Background: an optimization exercise with open tools, aiming at a short achievable clock period and few clock cycles per item. Do not read the settings as production practice. Function was checked by simulation only, so behaviour that the tests miss may differ from the original. No activity file was given, so power comes from the tool's default toggle rates.

===== design/flow/design.v =====
`timescale 1ns/10ps
package isa_pkg;
    localparam int INSTR_W = 18;
    localparam int OPCODE_MSB = 17;
    localparam int OPCODE_LSB = 14;
    localparam int R1_LSB = 10;
    localparam int R2_LSB = 6;
    localparam int R3_LSB = 2;
    localparam int IMM_W = 6;          
    localparam int JUMP_TGT_LSB = 4;   
    typedef enum logic [OPCODE_MSB-OPCODE_LSB:0] {
        OP_ADD     = 4'b0000,
        OP_ADDI    = 4'b0001,
        OP_NOR     = 4'b0010,
        OP_CMP     = 4'b0011,
        OP_AND     = 4'b0100,
        OP_ANDI    = 4'b0101,
        OP_NAND    = 4'b0110,
        OP_ILLEGAL = 4'b0111,   
        OP_LD      = 4'b1000,
        OP_ST      = 4'b1001,
        OP_JE      = 4'b1010,   
        OP_JA      = 4'b1011,   
        OP_JB      = 4'b1100,   
        OP_JAE     = 4'b1101,   
        OP_JBE     = 4'b1110,   
        OP_JUMP    = 4'b1111    
    } opcode_e;
endpackage
`timescale 1ns/10ps
package core_pkg;
    localparam int WORD_W = 18;
    localparam int ADDR_W = 10;       
    localparam int REG_ADDR_W = 4;
    localparam int NUM_REGS = 16;
    typedef enum logic [3:0] {
        S_INIT   = 4'd0,
        S_FETCH  = 4'd1,
        S_DECODE = 4'd2,
        S_ALU    = 4'd3,
        S_CMP    = 4'd4,
        S_LD     = 4'd5,
        S_ST     = 4'd6,
        S_JUMP   = 4'd7,
        S_WRITE  = 4'd8
    } state_e;
    typedef enum logic [1:0] {
        ALU_ADD  = 2'b00,
        ALU_NOR  = 2'b01,
        ALU_AND  = 2'b10,
        ALU_NAND = 2'b11
    } alu_op_e;
endpackage
`timescale 1ns/10ps
module cpu_top (
    input  logic        clk,
    input  logic        reset,
    output logic [9:0]  instr_addr,
    input  logic [17:0] instr_data,
    output logic [9:0]  mem_addr,
    output logic [17:0] mem_wdata,
    output logic        mem_we,
    output logic        mem_re,
    input  logic [17:0] mem_rdata
);
    localparam int PD_LD   = 0;
    localparam int PD_ST   = 1;
    localparam int PD_CMP  = 2;
    localparam int PD_BR   = 3;    
    localparam int PD_JMP  = 4;    
    localparam int PD_WR   = 5;    
    localparam int PD_IMM  = 6;
    localparam int PD_ADD  = 7;    
    localparam int PD_NOR  = 8;
    localparam int PD_AND  = 9;    
    localparam int PD_NAND = 10;
    localparam int PD_CM   = 11;   
    localparam int PD_RX   = 15;   
    localparam int PD_RY   = 19;   
    localparam int PD_W    = 23;
    function automatic logic [PD_W-1:0] predecode(input logic [17:0] w);
        logic [PD_W-1:0] p;
        logic [3:0] op;
        logic       cmp, st;
        op = w[17:14];
        cmp = (op == 4'b0011);
        st  = (op == 4'b1001);
        p = '0;
        p[PD_LD]   = (op == 4'b1000);
        p[PD_ST]   = st;
        p[PD_CMP]  = cmp;
        p[PD_BR]   = op[3] && (op[3:1] != 3'b100);
        p[PD_JMP]  = (op == 4'b1111);
        p[PD_WR]   = (op == 4'b0000) || (op == 4'b0001) || (op == 4'b0010) ||
                     (op == 4'b0100) || (op == 4'b0101) || (op == 4'b0110) ||
                     (op == 4'b1000);
        p[PD_IMM]  = (op == 4'b0001) || (op == 4'b0101);
        p[PD_ADD]  = (op == 4'b0000) || (op == 4'b0001);
        p[PD_NOR]  = (op == 4'b0010);
        p[PD_AND]  = (op == 4'b0100) || (op == 4'b0101);
        p[PD_NAND] = (op == 4'b0110);
        case (op)
            4'b1010: p[PD_CM +: 4] = 4'b0100;   
            4'b1011: p[PD_CM +: 4] = 4'b0001;   
            4'b1100: p[PD_CM +: 4] = 4'b0010;   
            4'b1101: p[PD_CM +: 4] = 4'b0101;   
            4'b1110: p[PD_CM +: 4] = 4'b1110;   
            4'b1111: p[PD_CM +: 4] = 4'b1111;   
            default: p[PD_CM +: 4] = 4'b0000;
        endcase
        p[PD_RX +: 4] = (cmp || st) ? w[13:10] : w[9:6];
        p[PD_RY +: 4] = cmp ? w[9:6] : w[5:2];
        predecode = p;
    endfunction
    function automatic logic reads_x(input logic [17:0] w, input logic [3:0] r);
        logic [3:0] op;
        logic       m1, m2;
        op = w[17:14];
        m1 = (w[13:10] == r);
        m2 = (w[9:6] == r);
        reads_x = ((op == 4'b0011) || (op == 4'b1001)) ? m1 :
                  ((op[3] == 1'b0) && (op != 4'b0111)) ? m2 : 1'b0;
    endfunction
    function automatic logic reads_y(input logic [17:0] w, input logic [3:0] r);
        logic [3:0] op;
        logic       m2, m3;
        op = w[17:14];
        m2 = (w[9:6] == r);
        m3 = (w[5:2] == r);
        reads_y = (op == 4'b0011) ? m2 :
                  ((op[3] == 1'b0) && (op[0] == 1'b0)) ? m3 : 1'b0;
    endfunction
    function automatic logic [17:0] ks_add(input logic [17:0] a, input logic [17:0] b);
        logic [17:0] p, g, gg, pp, gn, pn;
        p = a ^ b;
        g = a & b;
        gg = g;
        pp = p;
        for (int l = 0; l < 5; l++) begin
            for (int i = 0; i < 18; i++) begin
                if (i >= (1 << l)) begin
                    gn[i] = gg[i] | (pp[i] & gg[i - (1 << l)]);
                    pn[i] = pp[i] & pp[i - (1 << l)];
                end else begin
                    gn[i] = gg[i];
                    pn[i] = pp[i];
                end
            end
            gg = gn;
            pp = pn;
        end
        ks_add = p ^ {gg[16:0], 1'b0};
    endfunction
    function automatic logic tree_lt(input logic [17:0] a, input logic [17:0] b);
        logic [17:0] lt, eq, ltn, eqn;
        lt = ~a & b;
        eq = ~(a ^ b);
        for (int l = 0; l < 5; l++) begin
            for (int i = 0; i < 18; i++) begin
                if (i >= (1 << l)) begin
                    ltn[i] = lt[i] | (eq[i] & lt[i - (1 << l)]);
                    eqn[i] = eq[i] & eq[i - (1 << l)];
                end else begin
                    ltn[i] = lt[i];
                    eqn[i] = eq[i];
                end
            end
            lt = ltn;
            eq = eqn;
        end
        tree_lt = lt[17];
    endfunction
    logic [PD_W-1:0] pd_in;
    assign pd_in = predecode(instr_data);
    logic [9:0]  ia_q;        
    logic [9:0]  fa_q;        
    logic [9:0]  seqa_q;      
    logic [9:0]  seqa_r;      
    logic [9:0]  pcI_q;       
    logic        vI_q;
    logic        selB_q;      
    logic        bhtp_q;      
    logic        hitL_q;      
    logic        hit_q;       
    logic [9:0]  tgtH_q;      
    logic [9:0]  redir_q;     
    logic [9:0]  redir1_q;    
    logic [9:0]  redir1_r;    
    logic [1:0]  bht [32];
    logic [1:0]  bht_r [32];      
    logic        btb_v [8];
    logic        btb_j [8];       
    logic [6:0]  btb_tag [8];     
    logic [9:0]  btb_tgt [8];
    logic        lp_conf [8];
    logic [2:0]  lp_trip [8];
    logic [2:0]  lp_cnt [8];
    logic [7:0]  lp_exit;         
    logic [17:0] ir_q;
    logic [PD_W-1:0] pd_q;
    logic [9:0]  pcD_q;
    logic        vD_q;
    logic        predD_q;     
    logic        bpD_q;       
    logic        bpbD_q;      
    logic [3:0]  mtD_q;       
    logic        sxl_q, sxw_q;
    logic        syl_q, syw_q, simm_q;
    logic        stall_q;     
    logic [15:0] ohx_q, ohy_q;
    logic        vE_q;
    logic [17:0] opX_q, opY_q;
    logic        e_add_q, e_nor_q, e_and_q, e_ld_q, e_st_q, e_cmp_q, e_wr_q;
    logic [3:0]  e_rd_q;
    logic        mis_q;       
    logic        e_br_q;      
    logic        e_jmp_q;     
    logic        e_back_q;    
    logic [3:0]  e_cm_q;      
    logic [9:0]  e_pc_q;
    logic [9:0]  e_tgt_q;
    logic        z_q, c_q;
    logic [17:0] sum_q;       
    logic [17:0] lres_q;      
    logic        w_add_q;
    logic [17:0] res_w;
    logic        dirS_q;      
    logic        useq_q;      
    logic        w_wr_q;
    logic [3:0]  w_rd_q;
    logic        mem_we_q, mem_re_q;
    logic [9:0]  mem_addr_q;
    logic [17:0] wd_q;        
    logic [17:0] rf [16];
    assign instr_addr = ia_q;
    logic [17:0] sum, lres;
    logic        eq, lt;
    assign sum  = ks_add(opX_q, opY_q);
    assign lres = e_ld_q  ? mem_rdata :
                  e_nor_q ? ~(opX_q | opY_q) :
                  e_and_q ? (opX_q & opY_q) : ~(opX_q & opY_q);
    assign res_w = w_add_q ? sum_q : lres_q;
    assign eq   = ~|(opX_q ^ opY_q);
    assign lt   = tree_lt(opX_q, opY_q);
    logic z_n, c_n;
    assign z_n = (vE_q && e_cmp_q) ? eq : z_q;
    assign c_n = (vE_q && e_cmp_q) ? lt : c_q;
    logic bpbad;
    assign bpbad = vI_q && selB_q && !(pd_in[PD_BR] && instr_data[13:4] == fa_q);
    logic e_tk, e_cbr, e_tbr;
    assign e_tk  = e_cm_q[{z_q, c_q}];
    assign e_cbr = vE_q && e_br_q && !e_jmp_q;
    assign e_tbr = vE_q && e_br_q && e_tk;
    logic mis, dred, stall, dbad;
    assign mis   = mis_q;
    assign dred  = vD_q && predD_q && !bpD_q && !mis;
    assign dbad  = vD_q && bpbD_q && !mis;
    assign stall = stall_q;
    logic taken_n;
    assign taken_n = pd_q[PD_CM + {z_n, c_n}];
    logic vE_n, vD_n;
    assign vE_n = vD_q && !mis && !stall && !dbad;
    assign vD_n = (stall && !dbad) ? vD_q : (vI_q && !mis && !dred && !dbad);
    logic mis_f, mis_n;
    assign mis_f = (vE_q && e_cmp_q) ? (eq ? mtD_q[2] : (lt ? mtD_q[1] : mtD_q[0])) :
                                       mtD_q[{z_q, c_q}];
    assign mis_n = vE_n && mis_f;
    logic [PD_W-1:0] pd_n;
    logic [17:0]     ir_n;
    assign ir_n = stall ? ir_q : instr_data;
    assign pd_n = stall ? pd_q : pd_in;
    logic bht_pred;
    assign bht_pred = bhtp_q;
    logic pred_in;
    assign pred_in = pd_in[PD_JMP] || (pd_in[PD_BR] && bht_pred);
    logic stall_n;
    assign stall_n = !stall && vD_n && vE_n &&
                     ((pd_in[PD_LD] && pd_q[PD_ST]) ||
                      (pd_q[PD_ADD] && (reads_x(instr_data, ir_q[13:10]) ||
                                        reads_y(instr_data, ir_q[13:10]))));
    logic dsel_n;
    assign dsel_n = !stall && vD_n && pred_in && !selB_q;
    logic [2:0] bix;
    logic       hitL;
    assign seqa_q   = seqa_r ^ 10'd1;
    always_comb begin
        for (int i = 0; i < 32; i++) bht[i] = bht_r[i] ^ 2'b10;
    end
    assign redir1_q = redir1_r ^ 10'd1;
    assign bix  = seqa_q[2:0];
    logic [7:0] bsel, bmatch;
    logic       bdir;
    always_comb begin
        for (int i = 0; i < 8; i++) begin
            bsel[i]   = (bix == 3'(i));
            bmatch[i] = bsel[i] && btb_v[i] && (btb_tag[i] == seqa_q[9:3]);
        end
    end
    assign bdir = bht[seqa_q[4:0]][1];
    assign hitL = |(bmatch & ({btb_j[7], btb_j[6], btb_j[5], btb_j[4],
                               btb_j[3], btb_j[2], btb_j[1], btb_j[0]} |
                              lpdir | ({8{bdir}} & ~lpconf)));
    logic [7:0] lpconf, lpdir;
    always_comb begin
        for (int i = 0; i < 8; i++) begin
            lp_exit[i] = lp_conf[i] && (lp_cnt[i] == lp_trip[i]);
            lpconf[i]  = lp_conf[i];
            lpdir[i]   = lp_conf[i] && !lp_exit[i];
        end
    end
    logic       lpk, dirS;
    assign lpk  = |(bmatch & lpconf);
    assign dirS = lpk ? |(bmatch & lpdir) : bdir;
    logic [9:0] redir_n, fa_b, fa_n, sq_b, sq_n;
    logic       useq_n;
    assign redir_n = predD_q ? pcD_q + 10'd1 : ir_q[13:4];
    always_comb begin
        if (mis)          fa_b = redir_q;
        else if (dbad)    fa_b = pcD_q;
        else if (hit_q)   fa_b = tgtH_q;
        else              fa_b = seqa_q;
        if (mis)          sq_b = redir1_q;
        else if (dbad)    sq_b = pcD_q + 10'd1;
        else              sq_b = (hit_q ? tgtH_q : seqa_q) + 10'd1;
        if (dsel_n)       fa_n = instr_data[13:4];
        else if (stall_n) fa_n = fa_q;
        else              fa_n = fa_b;
        if (dsel_n)       sq_n = instr_data[13:4] + 10'd1;
        else if (stall_n) sq_n = seqa_q;
        else              sq_n = sq_b;
    end
    assign useq_n = !mis && !dbad && !dsel_n && !stall_n && !hit_q;
    assign hit_q  = hitL_q && useq_q;
    logic [17:0] opX_n, opY_n;
    always_comb begin
        opX_n = ({18{sxl_q}} & lres) | ({18{sxw_q}} & res_w);
        opY_n = ({18{syl_q}} & lres) | ({18{syw_q}} & res_w) |
                ({18{simm_q}} & {12'd0, ir_q[5:0]});
        for (int i = 0; i < 16; i++) begin
            opX_n = opX_n | ({18{ohx_q[i]}} & rf[i]);
            opY_n = opY_n | ({18{ohy_q[i]}} & rf[i]);
        end
    end
    logic e_wr_n;
    assign e_wr_n = vE_n && pd_q[PD_WR];
    logic fxe_n, fye_n, fxw_n, fyw_n;
    assign fxe_n = e_wr_n && reads_x(ir_n, ir_q[13:10]);
    assign fye_n = e_wr_n && reads_y(ir_n, ir_q[13:10]);
    assign fxw_n = e_wr_q && reads_x(ir_n, e_rd_q);
    assign fyw_n = e_wr_q && reads_y(ir_n, e_rd_q);
    always_ff @(posedge clk or posedge reset) begin
        if (reset) begin
            ia_q     <= '0;
            fa_q     <= 10'h3ff;
            seqa_r   <= '0;
            pcI_q    <= '0;
            vI_q     <= 1'b0;
            selB_q   <= 1'b0;
            bhtp_q   <= 1'b0;
            hitL_q   <= 1'b0;
            tgtH_q   <= '0;
            redir_q  <= '0;
            redir1_r <= '0;
            ir_q     <= '0;
            pd_q     <= '0;
            pcD_q    <= '0;
            vD_q     <= 1'b0;
            predD_q  <= 1'b0;
            mtD_q    <= '0;
            bpD_q    <= 1'b0;
            bpbD_q   <= 1'b0;
            sxl_q    <= 1'b0;
            sxw_q    <= 1'b0;
            stall_q  <= 1'b0;
            syl_q    <= 1'b0;
            syw_q    <= 1'b0;
            simm_q   <= 1'b0;
            ohx_q    <= '0;
            ohy_q    <= '0;
            vE_q     <= 1'b0;
            opX_q    <= '0;
            opY_q    <= '0;
            e_add_q  <= 1'b0;
            e_nor_q  <= 1'b0;
            e_and_q  <= 1'b0;
            e_ld_q   <= 1'b0;
            e_st_q   <= 1'b0;
            e_cmp_q  <= 1'b0;
            e_wr_q   <= 1'b0;
            e_rd_q   <= '0;
            mis_q    <= 1'b0;
            e_br_q   <= 1'b0;
            e_back_q <= 1'b0;
            e_jmp_q  <= 1'b0;
            e_cm_q   <= '0;
            e_pc_q   <= '0;
            e_tgt_q  <= '0;
            z_q      <= 1'b0;
            c_q      <= 1'b0;
            sum_q    <= '0;
            lres_q   <= '0;
            w_add_q  <= 1'b0;
            dirS_q   <= 1'b0;
            useq_q   <= 1'b0;
            w_wr_q   <= 1'b0;
            w_rd_q   <= '0;
            mem_we_q <= 1'b0;
            mem_re_q <= 1'b0;
            mem_addr_q <= '0;
            wd_q       <= '0;
        end else begin
            ia_q   <= fa_n;
            fa_q   <= fa_n;
            seqa_r <= sq_n ^ 10'd1;
            pcI_q  <= ia_q;
            bhtp_q <= useq_q ? dirS_q : bht[fa_q[4:0]][1];
            dirS_q <= dirS;
            useq_q <= useq_n;
            vI_q   <= (stall && !dbad) ? vI_q : (!mis && !dbad);
            selB_q <= !mis && !dbad && !dsel_n && !stall_n && hit_q;
            hitL_q <= hitL;
            tgtH_q <= btb_tgt[bix];
            redir_q <= redir_n;
            redir1_r <= (redir_n + 10'd1) ^ 10'd1;
            if (!stall) begin
                ir_q    <= instr_data;
                pd_q    <= pd_in;
                pcD_q   <= pcI_q;
                predD_q <= pred_in || selB_q;
                bpD_q   <= selB_q;
                bpbD_q  <= bpbad;
                mtD_q   <= {4{pd_in[PD_BR]}} & (pd_in[PD_CM +: 4] ^ {4{pred_in || selB_q}});
            end
            vD_q  <= vD_n;
            sxl_q  <= fxe_n;
            sxw_q  <= fxw_n && !fxe_n;
            syl_q  <= fye_n;
            syw_q  <= fyw_n && !fye_n;
            stall_q <= stall_n;
            simm_q <= pd_n[PD_IMM];
            for (int i = 0; i < 16; i++) begin
                ohx_q[i] <= (pd_n[PD_RX +: 4] == 4'(i)) && !fxe_n && !fxw_n;
                ohy_q[i] <= (pd_n[PD_RY +: 4] == 4'(i)) && !fye_n && !fyw_n && !pd_n[PD_IMM];
            end
            vE_q    <= vE_n;
            opX_q   <= opX_n;
            opY_q   <= opY_n;
            e_add_q <= pd_q[PD_ADD];
            e_nor_q <= pd_q[PD_NOR];
            e_and_q <= pd_q[PD_AND];
            e_ld_q  <= pd_q[PD_LD];
            e_st_q  <= pd_q[PD_ST];
            e_cmp_q <= pd_q[PD_CMP];
            e_wr_q  <= e_wr_n;
            e_rd_q  <= ir_q[13:10];
            mis_q   <= mis_n;
            e_br_q  <= pd_q[PD_BR];
            e_back_q <= ir_q[13:4] <= pcD_q;
            e_jmp_q <= pd_q[PD_JMP];
            e_cm_q  <= pd_q[PD_CM +: 4];
            e_pc_q  <= pcD_q;
            e_tgt_q <= ir_q[13:4];
            z_q     <= z_n;
            c_q     <= c_n;
            sum_q  <= sum;
            lres_q <= lres;
            w_add_q <= e_add_q;
            w_wr_q <= e_wr_q;
            w_rd_q <= e_rd_q;
            mem_we_q   <= vE_n && pd_q[PD_ST];
            mem_re_q   <= vD_n && pd_n[PD_LD] && !mis_n && !stall_n && !(bpbad && !stall);
            mem_addr_q <= ((vE_n && pd_q[PD_ST]) || stall) ? ir_q[9:0] : instr_data[9:0];
            if (pd_q[PD_ST]) wd_q <= opX_n;
        end
    end
    always_ff @(posedge clk or posedge reset) begin
        if (reset) begin
            for (int i = 0; i < 32; i++) bht_r[i] <= 2'b00;   
        end else begin
            for (int i = 0; i < 32; i++) begin
                if (e_cbr && e_pc_q[4:0] == 5'(i)) begin
                    if (e_tk) bht_r[i] <= {~(bht[i][1] | bht[i][0]), bht[i][1] | ~bht[i][0]};
                    else      bht_r[i] <= {~(bht[i][1] & bht[i][0]), bht[i][1] & ~bht[i][0]};
                end
            end
        end
    end
    always_ff @(posedge clk or posedge reset) begin
        if (reset) begin
            for (int i = 0; i < 8; i++) begin
                btb_v[i]   <= 1'b0;
                btb_j[i]   <= 1'b0;
                btb_tag[i] <= '0;
                btb_tgt[i] <= '0;
                lp_conf[i] <= 1'b0;
                lp_trip[i] <= '0;
                lp_cnt[i]  <= '0;
            end
        end else begin
            for (int i = 0; i < 8; i++) begin
                if (e_pc_q[2:0] == 3'(i)) begin
                    if (e_tbr) begin
                        btb_v[i]   <= 1'b1;
                        btb_j[i]   <= e_jmp_q;
                        btb_tag[i] <= e_pc_q[9:3];
                        btb_tgt[i] <= e_tgt_q;
                    end
                    if (btb_v[i] && btb_tag[i] == e_pc_q[9:3]) begin
                        if (e_cbr && e_back_q) begin
                            if (e_tk) begin
                                if (lp_cnt[i] == 3'd7) lp_conf[i] <= 1'b0;
                                else lp_cnt[i] <= lp_cnt[i] + 3'd1;
                            end else begin
                                lp_trip[i] <= lp_cnt[i];
                                lp_cnt[i]  <= '0;
                                lp_conf[i] <= (lp_cnt[i] != 3'd7);
                            end
                        end
                    end else if (e_tbr) begin
                        lp_conf[i] <= 1'b0;
                        lp_trip[i] <= '0;
                        lp_cnt[i]  <= 3'd1;
                    end
                end
                if (dbad && !(e_tbr && e_pc_q[2:0] == 3'(i)) && pcD_q[2:0] == 3'(i)) begin
                    btb_v[i] <= 1'b0;
                end
            end
        end
    end
    always_ff @(posedge clk or posedge reset) begin
        if (reset) begin
            for (int i = 0; i < 16; i++) rf[i] <= '0;
        end else if (w_wr_q) begin
            rf[w_rd_q] <= res_w;
        end
    end
    assign mem_we    = mem_we_q;
    assign mem_re    = mem_re_q;
    assign mem_addr  = mem_addr_q;
    assign mem_wdata = wd_q;
endmodule

===== design/flow/run.sh =====
#!/bin/bash
# synth_recipe.tcl (not shown) runs the flow's synth.tcl, then flattens the netlist and writes it again
# the make line also repeats each setting of config.mk as NAME=value (left out here)
make -C /OpenROAD-flow-scripts/flow DESIGN_CONFIG=/design/flow/config.mk WORK_HOME=/design/flow/orfs CLKGATE_MAP_FILE= SYNTH_SCRIPT=/design/flow/synth_recipe.tcl finish

===== design/flow/config.mk =====
export PLATFORM = sky130hd
export DESIGN_NAME = cpu_top
export DESIGN_NICKNAME = cpu_top
export VERILOG_FILES = /design/flow/design.v
export SDC_FILE = /design/flow/constraint.sdc
export NUM_CORES = 4
export LEC_CHECK = 0
export CAP_MARGIN = 20
export CORE_MARGIN = 2
export CORE_UTILIZATION = 50
export GPL_TIMING_DRIVEN = 1
export SETUP_SLACK_MARGIN = 3.5
export SLEW_MARGIN = 20

===== design/flow/constraint.sdc =====
create_clock -name core_clock -period 6.0 [get_ports {clk}]
set_input_delay 1.2000 -clock core_clock [delete_from_list [all_inputs] [get_ports {clk}]]
set_output_delay 1.2000 -clock core_clock [all_outputs]
set_load 0.01 [all_outputs]

==> impl_metrics.tcl, run 1 <==
set metrics [dict create \
    outcome "finished clean" \
    cts_buffer_depth 3 \
    first_global_vias 33335 \
    worst_max_slew_pin_slew_ps 1168 \
    synth.yosys.seq_area_share_pct 50.75 \
    post_route_antenna_net_violation_count 0 \
    crit_path_kind "reg2reg" \
    finalMaxSlewViolations 0 \
    async_flop_share_pct 100.0 \
    drt_drc_violations_left 0 \
    drt-vias-per-instance 6.255 \
    yosysWarnings 11 \
    cts_tree "built" \
    finalHoldWorstSlack_ps 359.2 \
    dieWidth_um 297.8 \
    gpl.final_weighted_congestion 0.9174 \
    syn-num-nets 4299 \
    worstPathCellList "inv_2 > ha_4 > nor2b_1 > o21bai_1 > a211oi_2 > o41ai_2 > nand4_1 > buf_4 > mux2_2 > mux2i_4 > o211a_1" \
    power.density_nw_per_um2 487.8 \
    largest_fanout_on_the_critical_path 3 \
    power.static_leakage_nw 22.14 \
    cts.sinks 875 \
    yosys.cell_types.count 100 \
    die_area_um2 88710 \
    antenna_found_initial 1 \
    worst_ir_drop_vdd_uv 316.1 \
    share_of_the_clock_period_used_by_the_worst_path_after_layout_pct 42.16 \
    drive_gt1_share_pct 20.83 \
    post_place_cells 5187 \
    slew_headroom_pct 22.16 \
    area_overhead_of_the_layout_relative_to_synthesis_pct 17.04 \
    arrival_ps 3130 \
    timing.critical_path.max_delay_family "compound AO/OA/AOI/OAI gates" \
    cts.clk_slew.worst_paths_ps 60 \
    final_cells 5490 \
    edff_count_synth 0 \
    netlist_area_um2 43170 \
    core_area_um2 85410 \
    timing.critical_path.to_type "register" \
    cts_buffers 96 \
    netlist_instances 4171 \
    drv_cap 0 \
    vias 34339 \
    wl_mm 147.5 \
    hold_path.class "reg2reg" \
    port-buffer-count 77 \
    die_y_um 297.8 \
    start_util_pct 50.54 \
    syn_area_per_cell_um2 10.35 \
    boundaryPins 78 \
    synth_seq_cells 875 \
    timing.fmax_ghz 0.3954 \
    cts_root_buf "sky130_fd_sc_hd__clkbuf_16" \
    floorplan.rows 107 \
    crit_path_top_delay_cell "sky130_fd_sc_hd__dfrtp_1" \
    gr-total-overflow 0 \
    detail_route.wl_per_cell_um 26.86 \
    critPathRequiredTime_ps 6600 \
    h-tree-depth 3 \
    place.detailed.hpwl_mm 88.77 \
    worstSetupStartpointType "register" \
    grt_max_degree 160 \
    insertion_delay_ps 680 \
    drtIter0Drc 3747 \
    nNetsFinal 4392 \
    dr.pass1.iters 9 \
    post-route-min-period_ps 2529 \
    timing.final.setup_violations 0 \
    hold_violations 0 \
    grt_usage_pct 32.15 \
    global_route_wire_length_before_repair_mm 214.9 \
    ys.flop_type "sky130_fd_sc_hd__dfrtp_1" \
    finalClockSkew_ps 19.38 \
    worstPathBufferInverterCount 2 \
    cts.hold.buffers_added 0 \
    grt_setup_unrepaired "yes" \
    cpPeakStageDelay_ps 410 \
]
==> routing by layer <==
metal | GRT usage (%) | part of all wire (%) | wire length (um) | vias to the layer above
met5 | 0 | 0.0068 | 10 | -
met4 | 17.29 | 6.3 | 9291 | 2
met3 | 5.192 | 7.6 | 11200 | 456
met2 | 51.89 | 47 | 68690 | 1552
met1 | 41.69 | 40 | 58290 | 17084
li1 | - | - | - | 15245
==> layout make-up <==
type / instances / area [um2]
Inverter: 116 / 442.9
Sequential cell: 875 / 21970
Timing Repair inverter: 1 / 5.005
Timing Repair Buffer: 294 / 2758
Fill cell: 7302 / 34890
Clock inverter: 48 / 559.3
Tap cell: 1144 / 1431
Clock buffer: 130 / 2794
Multi-Input combinational cell: 2880 / 20560
Antenna cell: 2 / 5.005
==> cell families after synthesis <==
family,share of synthesized area [%]
XOR/XNOR,4.950
AND/OR/NAND/NOR,11.28
AO/OA/AOI/OAI,18.25
multiplexers,7.897
flip-flops,50.75
buffers and inverters,4.246
adder cells (fa/ha/maj),2.626
==> cells in the final DEF (no fill, tap or decap), types with 16 or more instances in the layout <==
cell type,synthesis,routed
sky130_fd_sc_hd__buf_2,61,27
sky130_fd_sc_hd__xor2_1,104,103
sky130_fd_sc_hd__clkbuf_8,6,20
sky130_fd_sc_hd__nand2b_1,19,18
sky130_fd_sc_hd__o2111ai_1,17,16
sky130_fd_sc_hd__buf_6,7,21
sky130_fd_sc_hd__a31oi_1,33,33
sky130_fd_sc_hd__o21ai_1,27,22
sky130_fd_sc_hd__nand2_1,306,304
sky130_fd_sc_hd__a211o_1,23,23
sky130_fd_sc_hd__o22ai_1,21,21
sky130_fd_sc_hd__nand3_1,63,59
sky130_fd_sc_hd__nor2_1,373,351
sky130_fd_sc_hd__dfrtp_1,865,835
sky130_fd_sc_hd__inv_1,115,106
sky130_fd_sc_hd__o21ai_2,0,18
sky130_fd_sc_hd__a21oi_1,307,299
sky130_fd_sc_hd__ha_1,89,75
sky130_fd_sc_hd__nor3_1,64,58
sky130_fd_sc_hd__a211oi_1,29,26
sky130_fd_sc_hd__o21ai_0,279,266
sky130_fd_sc_hd__nand4_1,75,75
sky130_fd_sc_hd__clkinv_2,0,23
sky130_fd_sc_hd__clkdlybuf4s50_1,0,21
sky130_fd_sc_hd__dfrtp_2,0,20
sky130_fd_sc_hd__a221oi_1,82,81
sky130_fd_sc_hd__a22o_1,119,119
sky130_fd_sc_hd__mux2_2,219,215
sky130_fd_sc_hd__a22oi_1,139,139
sky130_fd_sc_hd__mux2i_1,67,45
sky130_fd_sc_hd__clkbuf_16,0,103
sky130_fd_sc_hd__a21o_1,19,19
sky130_fd_sc_hd__xnor2_1,140,134
sky130_fd_sc_hd__buf_4,5,175
==> final timing paths <==
path                                    startpoint                     to  slack, ps  depth (start not counted)
worst max-delay path            opY_q[1]$_DFF_PP0_     mem_re_q$_DFF_PP0_       3470                         11
max in group asynchronous                    reset  seqa_r[6]$_DFFE_PP0P_       3800                          5
worst min register to register   e_add_q$_DFF_PP0_      w_add_q$_DFF_PP0_        360                          0
worst min-delay path             e_add_q$_DFF_PP0_      w_add_q$_DFF_PP0_        360                          0
min in group asynchronous                    reset   btb_j[6]$_DFFE_PP0P_       1150                          2
worst max register to register  opY_q[1]$_DFF_PP0_     mem_re_q$_DFF_PP0_       3470                         11
==> timing repair <==
item	4_1_cts	5_1_grt
resized for setup	320	139
buffers inserted	64	45
pin swaps	29	39
gates cloned	3	7
setup endpoints to repair	446	513
==> registers in the layout (all words and copies together) (netlist names), 22 cells and up, named ones only <==
signal,count
rf,288
pd_q,22
btb_tgt,80
lp_cnt,24
bht_r,64
lp_trip,24
btb_tag,56
==> report_power, final <==
part	leakage (nW)	switching, mW	internal (mW)
Clock	1.65	2.54	3.74
Sequential	10.8	2.25	8.04
Combinational	9.64	4.54	3.53
==> cell usage after synthesis (all sizes together), types with 18 or more instances <==
master  number  area, um2
a211o       23      201.4
a211oi      29      217.7
a21o        19      142.6
a21oi      311       1579
a221oi      82      718.2
a22o       119       1042
a22oi      139       1044
a31oi       33      206.5
buf        106      605.6
clkbuf     195      792.0
dfrtp      865      21650
ha          89       1114
inv        116      435.4
mux2       220       2477
mux2i       68      684.4
nand2      314       1199
nand2b      19      118.9
nand3       63      315.3
nand4       75      469.2
nor2       375       1426
nor2b       18      112.6
nor3        67      350.3
nor4        25      196.4
o21ai      306       1531
o22ai       22      143.9
xnor2      140       1226
xor2       104      910.9
==> through the flow <==
stage	area [um2]	setup TNS (ps)	utilization [%]	power [mW]	setup WS (ps)
6_report	50530	0	59.16	24.65	3471
5_1_grt	50520	0	59.15	25.86	3358
4_1_cts	49570	0	58.03	24.17	3281
3_5_place_dp	45060	0	52.76	17.29	1830
3_3_place_gp	45050	0	52.74	17.12	1854
2_1_floorplan	43450	-6284590	-	14.63	-7222
Testbench counts, summed over its fixed seeds: cycles 93,623, instrs 84,944.
==> run 2: changes to the inputs <==
--- a/design/flow/design.v
+++ b/design/flow/design.v
@@ -190,10 +190,10 @@
     logic [1:0]  bht_r [32];      
-    logic        btb_v [8];
-    logic        btb_j [8];       
-    logic [6:0]  btb_tag [8];     
-    logic [9:0]  btb_tgt [8];
-    logic        lp_conf [8];
-    logic [2:0]  lp_trip [8];
-    logic [2:0]  lp_cnt [8];
-    logic [7:0]  lp_exit;         
+    logic        btb_v [16];
+    logic        btb_j [16];      
+    logic [5:0]  btb_tag [16];    
+    logic [9:0]  btb_tgt [16];
+    logic        lp_conf [16];
+    logic [2:0]  lp_trip [16];
+    logic [2:0]  lp_cnt [16];
+    logic [15:0] lp_exit;         
     logic [17:0] ir_q;
@@ -262,3 +262,3 @@
     assign vE_n = vD_q && !mis && !stall && !dbad;
-    assign vD_n = (stall && !dbad) ? vD_q : (vI_q && !mis && !dred && !dbad);
+    assign vD_n = stall ? vD_q : (vI_q && !mis && !dred && !dbad);
     logic mis_f, mis_n;
@@ -276,3 +276,3 @@
     logic stall_n;
-    assign stall_n = !stall && vD_n && vE_n &&
+    assign stall_n = !stall && !bpbad && vD_n && vE_n &&
                      ((pd_in[PD_LD] && pd_q[PD_ST]) ||
@@ -282,3 +282,3 @@
     assign dsel_n = !stall && vD_n && pred_in && !selB_q;
-    logic [2:0] bix;
+    logic [3:0] bix;
     logic       hitL;
@@ -289,9 +289,10 @@
     assign redir1_q = redir1_r ^ 10'd1;
-    assign bix  = seqa_q[2:0];
-    logic [7:0] bsel, bmatch;
+    assign bix  = seqa_q[3:0];
+    logic [15:0] bsel, bmatch, bj;
     logic       bdir;
     always_comb begin
-        for (int i = 0; i < 8; i++) begin
-            bsel[i]   = (bix == 3'(i));
-            bmatch[i] = bsel[i] && btb_v[i] && (btb_tag[i] == seqa_q[9:3]);
+        for (int i = 0; i < 16; i++) begin
+            bsel[i]   = (bix == 4'(i));
+            bmatch[i] = bsel[i] && btb_v[i] && (btb_tag[i] == seqa_q[9:4]);
+            bj[i]     = btb_j[i];
         end
@@ -299,8 +300,6 @@
     assign bdir = bht[seqa_q[4:0]][1];
-    assign hitL = |(bmatch & ({btb_j[7], btb_j[6], btb_j[5], btb_j[4],
-                               btb_j[3], btb_j[2], btb_j[1], btb_j[0]} |
-                              lpdir | ({8{bdir}} & ~lpconf)));
-    logic [7:0] lpconf, lpdir;
+    assign hitL = |(bmatch & (bj | lpdir | ({16{bdir}} & ~lpconf)));
+    logic [15:0] lpconf, lpdir;
     always_comb begin
-        for (int i = 0; i < 8; i++) begin
+        for (int i = 0; i < 16; i++) begin
             lp_exit[i] = lp_conf[i] && (lp_cnt[i] == lp_trip[i]);
@@ -418,3 +417,3 @@
             useq_q <= useq_n;
-            vI_q   <= (stall && !dbad) ? vI_q : (!mis && !dbad);
+            vI_q   <= stall ? vI_q : (!mis && !dbad);
             selB_q <= !mis && !dbad && !dsel_n && !stall_n && hit_q;
@@ -489,3 +488,3 @@
         if (reset) begin
-            for (int i = 0; i < 8; i++) begin
+            for (int i = 0; i < 16; i++) begin
                 btb_v[i]   <= 1'b0;
@@ -499,4 +498,4 @@
         end else begin
-            for (int i = 0; i < 8; i++) begin
-                if (e_pc_q[2:0] == 3'(i)) begin
+            for (int i = 0; i < 16; i++) begin
+                if (e_pc_q[3:0] == 4'(i)) begin
                     if (e_tbr) begin
@@ -504,6 +503,6 @@
                         btb_j[i]   <= e_jmp_q;
-                        btb_tag[i] <= e_pc_q[9:3];
+                        btb_tag[i] <= e_pc_q[9:4];
                         btb_tgt[i] <= e_tgt_q;
                     end
-                    if (btb_v[i] && btb_tag[i] == e_pc_q[9:3]) begin
+                    if (btb_v[i] && btb_tag[i] == e_pc_q[9:4]) begin
                         if (e_cbr && e_back_q) begin
@@ -524,3 +523,3 @@
                 end
-                if (dbad && !(e_tbr && e_pc_q[2:0] == 3'(i)) && pcD_q[2:0] == 3'(i)) begin
+                if (dbad && !(e_tbr && e_pc_q[3:0] == 4'(i)) && pcD_q[3:0] == 4'(i)) begin
                     btb_v[i] <= 1'b0;
==> run 2 against run 1 <==
Compared with the run above: critical path depth up 1; combinational power up 21%; sequential share of layout area down 0.40 points; setup slack worse by 110 ps; cell count up 20%; area after synthesis up 22%; maximum frequency down 4.0%; first-iteration DRC count up 44%; via count up 23%; register-to-register slack worse by 110 ps; die area up 22%; largest cell class unchanged; synthesized cell count up 19%.
==> impl_metrics.tcl, run 2 <==
set metrics [dict create \
    outcome "finished clean" \
    post-route-worst-setup-slack_ps 3365 \
    grt_usage_pct 33.96 \
    post_detailed_placement_cell_area_um2 55000 \
    start_util_pct 50.60 \
    timing.reg2reg.setup_slack_ps 3360 \
    gr-total-overflow 0 \
    worst_r2r_path_depth 12 \
    drt-vias-per-instance 6.414 \
    vias 42346 \
    cts_buffers 116 \
    worst_max_slew_pin_slew_ps 1167 \
    synth_top_cell_area_share_pct 50.29 \
    largest_fanout_on_the_critical_path 4 \
    finalClockSkew_ps 33.95 \
    synth.yosys.seq_area_share_pct 50.79 \
    netlist_top_cells_area "sky130_fd_sc_hd__dfrtp_1, sky130_fd_sc_hd__mux2_2, sky130_fd_sc_hd__xnor2_1" \
    hold_path.startpoint "e_add_q$_DFF_PP0_" \
    worstSetupStartpointType "register" \
    area_overhead_of_the_layout_relative_to_synthesis_pct 18.09 \
    yosysWarnings 11 \
    hold_violations 0 \
    hold_depth 0 \
    core_area_um2 103900 \
    layout.cells.most_common "sky130_fd_sc_hd__dfrtp_1" \
    dr.pass1.iters 8 \
    boundaryPins 78 \
    final_cell_area_um2 62110 \
    die_y_um 328.3 \
    dp_worst_setup_slack_ps 1213 \
    netlist_instances 4945 \
    setup_tns_ps 0 \
    port-buffer-count 77 \
    critPathRequiredTime_ps 6650 \
    post_route_antenna_net_violation_count 0 \
    finalMaxSlewViolations 0 \
    arrival_ps 3290 \
    timing.fmax_ghz 0.3795 \
    cts_buffer_depth 3 \
    timing.critical_path.to_type "register" \
    dieWidth_um 328.3 \
    place.detailed.hpwl_mm 115.1 \
    syn-num-nets 5087 \
    largest_register_by_flop_count "rf" \
    largest_register_ff_count 288 \
    cts.sinks 1067 \
    syn_area_per_cell_um2 10.64 \
    gpl.final_weighted_congestion 0.8885 \
    power.density_nw_per_um2 470.3 \
    ys.flop_type "sky130_fd_sc_hd__dfrtp_1" \
    drive_gt1_share_pct 23.48 \
    cts.hold.buffers_added 0 \
    power.static_leakage_nw 27.82 \
    grt_setup_unrepaired "yes" \
    finalHoldWorstSlack_ps 347.3 \
    grt_max_degree 168 \
    synthMostInstantiatedCell "sky130_fd_sc_hd__dfrtp_1" \
    cp-endpoint "dirS_q$_DFF_PP0_" \
    slew_headroom_pct 22.05 \
    first_global_vias 39979 \
    synth_top_area_cell "sky130_fd_sc_hd__dfrtp_1" \
    global_route_wire_length_before_repair_mm 271.9 \
    drtIter0Drc 5396 \
    synth_seq_cells 1067 \
    insertion_delay_ps 740 \
    worst_ir_drop_vdd_uv 310.6 \
    drt_drc_violations_left 0 \
    post-route-min-period_ps 2635 \
    commonest_cells_after_routing_fill_and_taps_aside "sky130_fd_sc_hd__dfrtp_1, sky130_fd_sc_hd__nand2_1, sky130_fd_sc_hd__mux2_2" \
    h-tree-depth 3 \
    cts_root_buf "sky130_fd_sc_hd__clkbuf_16" \
    detail_route.wl_per_cell_um 28.07 \
    yosys.cell_types.count 89 \
    antenna_found_initial 12 \
    largest_registers "rf x288, btb_tgt x160, btb_tag x96" \
    floorplan.rows 118 \
    wl_mm 185.3 \
    nNetsFinal 5268 \
    cts_tree "built" \
    most_common_library_cells_after_synthesis "sky130_fd_sc_hd__dfrtp_1, sky130_fd_sc_hd__nand2_1, sky130_fd_sc_hd__nor2_1" \
    crit_path_kind "reg2reg" \
    cts.clk_slew.worst_paths_ps 60 \
    edff_count_synth 0 \
    drv_cap 0 \
    timing.final.setup_violations 0 \
    hold_path.class "reg2reg" \
    netlist_area_um2 52600 \
    async_flop_share_pct 100.0 \
    share_of_the_clock_period_used_by_the_worst_path_after_layout_pct 43.92 \
    r2r_end "dirS_q$_DFF_PP0_" \
    die_area_um2 107800 \
]
## run 2: changes by cell type after synthesis, sizes merged, moves of 13 or more
cell,previous run,this run
a22o,119,181
nand2,314,385
dfrtp,865,1057
a221oi,82,107
clkbuf,195,231
mux2,220,347
xnor2,140,195
nor3,67,93
xor2,104,154
nor4,25,38
ha,89,103
nand4,75,96
a22oi,139,168
## run 2: logic make-up (layout without fill, tap and decap cells)
kind of cell / after synthesis / in the layout / synth area share [%]
XOR/XNOR: 349 / 349 / 5.811
AND/OR/NAND/NOR: 1204 / 1204 / 11.09
flip-flops: 1067 / 1067 / 50.79
other: 0 / 4 / 0
AO/OA/AOI/OAI: 1343 / 1343 / 17.19
buffers and inverters: 460 / 730 / 3.770
adder cells (fa/ha/maj): 104 / 104 / 2.488
multiplexers: 418 / 421 / 8.859
## run 2: layer usage
metal | vias up | share of wire, % | GRT usage [%] | routed length [um]
met3 | 420 | 11 | 7.719 | 19960
met1 | 21373 | 43 | 50.78 | 80320
met2 | 2210 | 42 | 48.59 | 78460
met4 | 8 | 3.5 | 11.28 | 6546
met5 | - | 0.029 | 0 | 54
li1 | 18335 | - | - | -
## run 2: cell type report
type,instances,area (um2)
Tap cell,1380,1727
Inverter,112,424.2
Fill cell,8603,41830
Clock inverter,52,670.6
Antenna cell,4,10.01
Timing Repair inverter,1,5.005
Sequential cell,1067,26770
Clock buffer,158,3311
Timing Repair Buffer,407,3772
Multi-Input combinational cell,3421,25430
## run 2: power breakdown
part	switching [mW]	internal (mW)
combinational	5.57	4.21
sequential	2.36	9.59
clock	3.10	4.38
total	11.0	18.2
## run 2: worst min path at each step
stage	to	slack [ps]
6_report	w_add_q$_DFF_PP0_	350
5_1_grt	w_add_q$_DFF_PP0_	360
4_1_cts	w_add_q$_DFF_PP0_	350
3_5_place_dp	w_add_q$_DFF_PP0_	330
3_3_place_gp	w_add_q$_DFF_PP0_	340
2_1_floorplan	w_add_q$_DFF_PP0_	330
## run 2: stage by stage
step / instances / power [mW] / util (%)
floorplan: 4945 / 17.07 / -
global placement: 6201 / 19.86 / 52.90
detailed placement: 6202 / 20.04 / 52.92
CTS: 6523 / 28.45 / 58.43
global route: 6599 / 30.55 / 59.75
finish: 6602 / 29.21 / 59.76
## run 2: repair_timing
item                                   in CTS  in global routing
setup endpoints to repair                 570                575
cloned                                      8                  3
pin swaps                                  33                 78
setup buffers                             103                 72
gates resized for setup                   436                193
endpoints found under the hold margin       0                  0
## run 2: critical path, stage by stage, from the launching register on
cell and delay [ps]:
sky130_fd_sc_hd__dfrtp_4 520, sky130_fd_sc_hd__buf_12 160, sky130_fd_sc_hd__buf_4 150, sky130_fd_sc_hd__nor4bb_4 310, sky130_fd_sc_hd__buf_6 160, sky130_fd_sc_hd__nand4_1 170, sky130_fd_sc_hd__buf_4 190, sky130_fd_sc_hd__nor2_2 180
sky130_fd_sc_hd__o311ai_1 150, sky130_fd_sc_hd__nand4_1 170, sky130_fd_sc_hd__or3_4 180, sky130_fd_sc_hd__nor3b_2 50, sky130_fd_sc_hd__mux2i_1 160
Testbench counts of run 2, summed over its fixed seeds: cycles 93,034, instrs 84,944.

## what the ideal ports hide
Ports are ideal in the flow. The routed layouts listed here were re-timed in OpenROAD. Step 1 (the two cells are an assumption about what drives the block):
set clk [get_ports {clk}]
set_driving_cell -lib_cell sky130_fd_sc_hd__clkbuf_16 $clk
set_driving_cell -lib_cell sky130_fd_sc_hd__buf_2 [delete_from_list [all_inputs] $clk]
Step 2 also shifts input and output timing later by t, the mid clock arrival at the registers, as if the neighbouring blocks saw the same clock. a / b / c = no drivers / after step 1 / after step 2; a / b = the first two.
| run | t (ns) | setup slack, ns | worst setup path after step 2 | worst data-port slew with drivers (ns) | pins driven straight from the clock port |
|---|---|---|---|---|---|
| run 1 | 0.734 | 3.471 / 3.432 / 2.803 | input to register | 0.06 | 1 |
| run 2 | 0.794 | 3.365 / 3.365 / 2.633 | input to register | 0.20 | 1 |
After both steps every run listed still meets setup and hold. The setup slack of run 2, which loses most, moves by 0.000 ns with the drivers and by -0.732 ns with both steps.
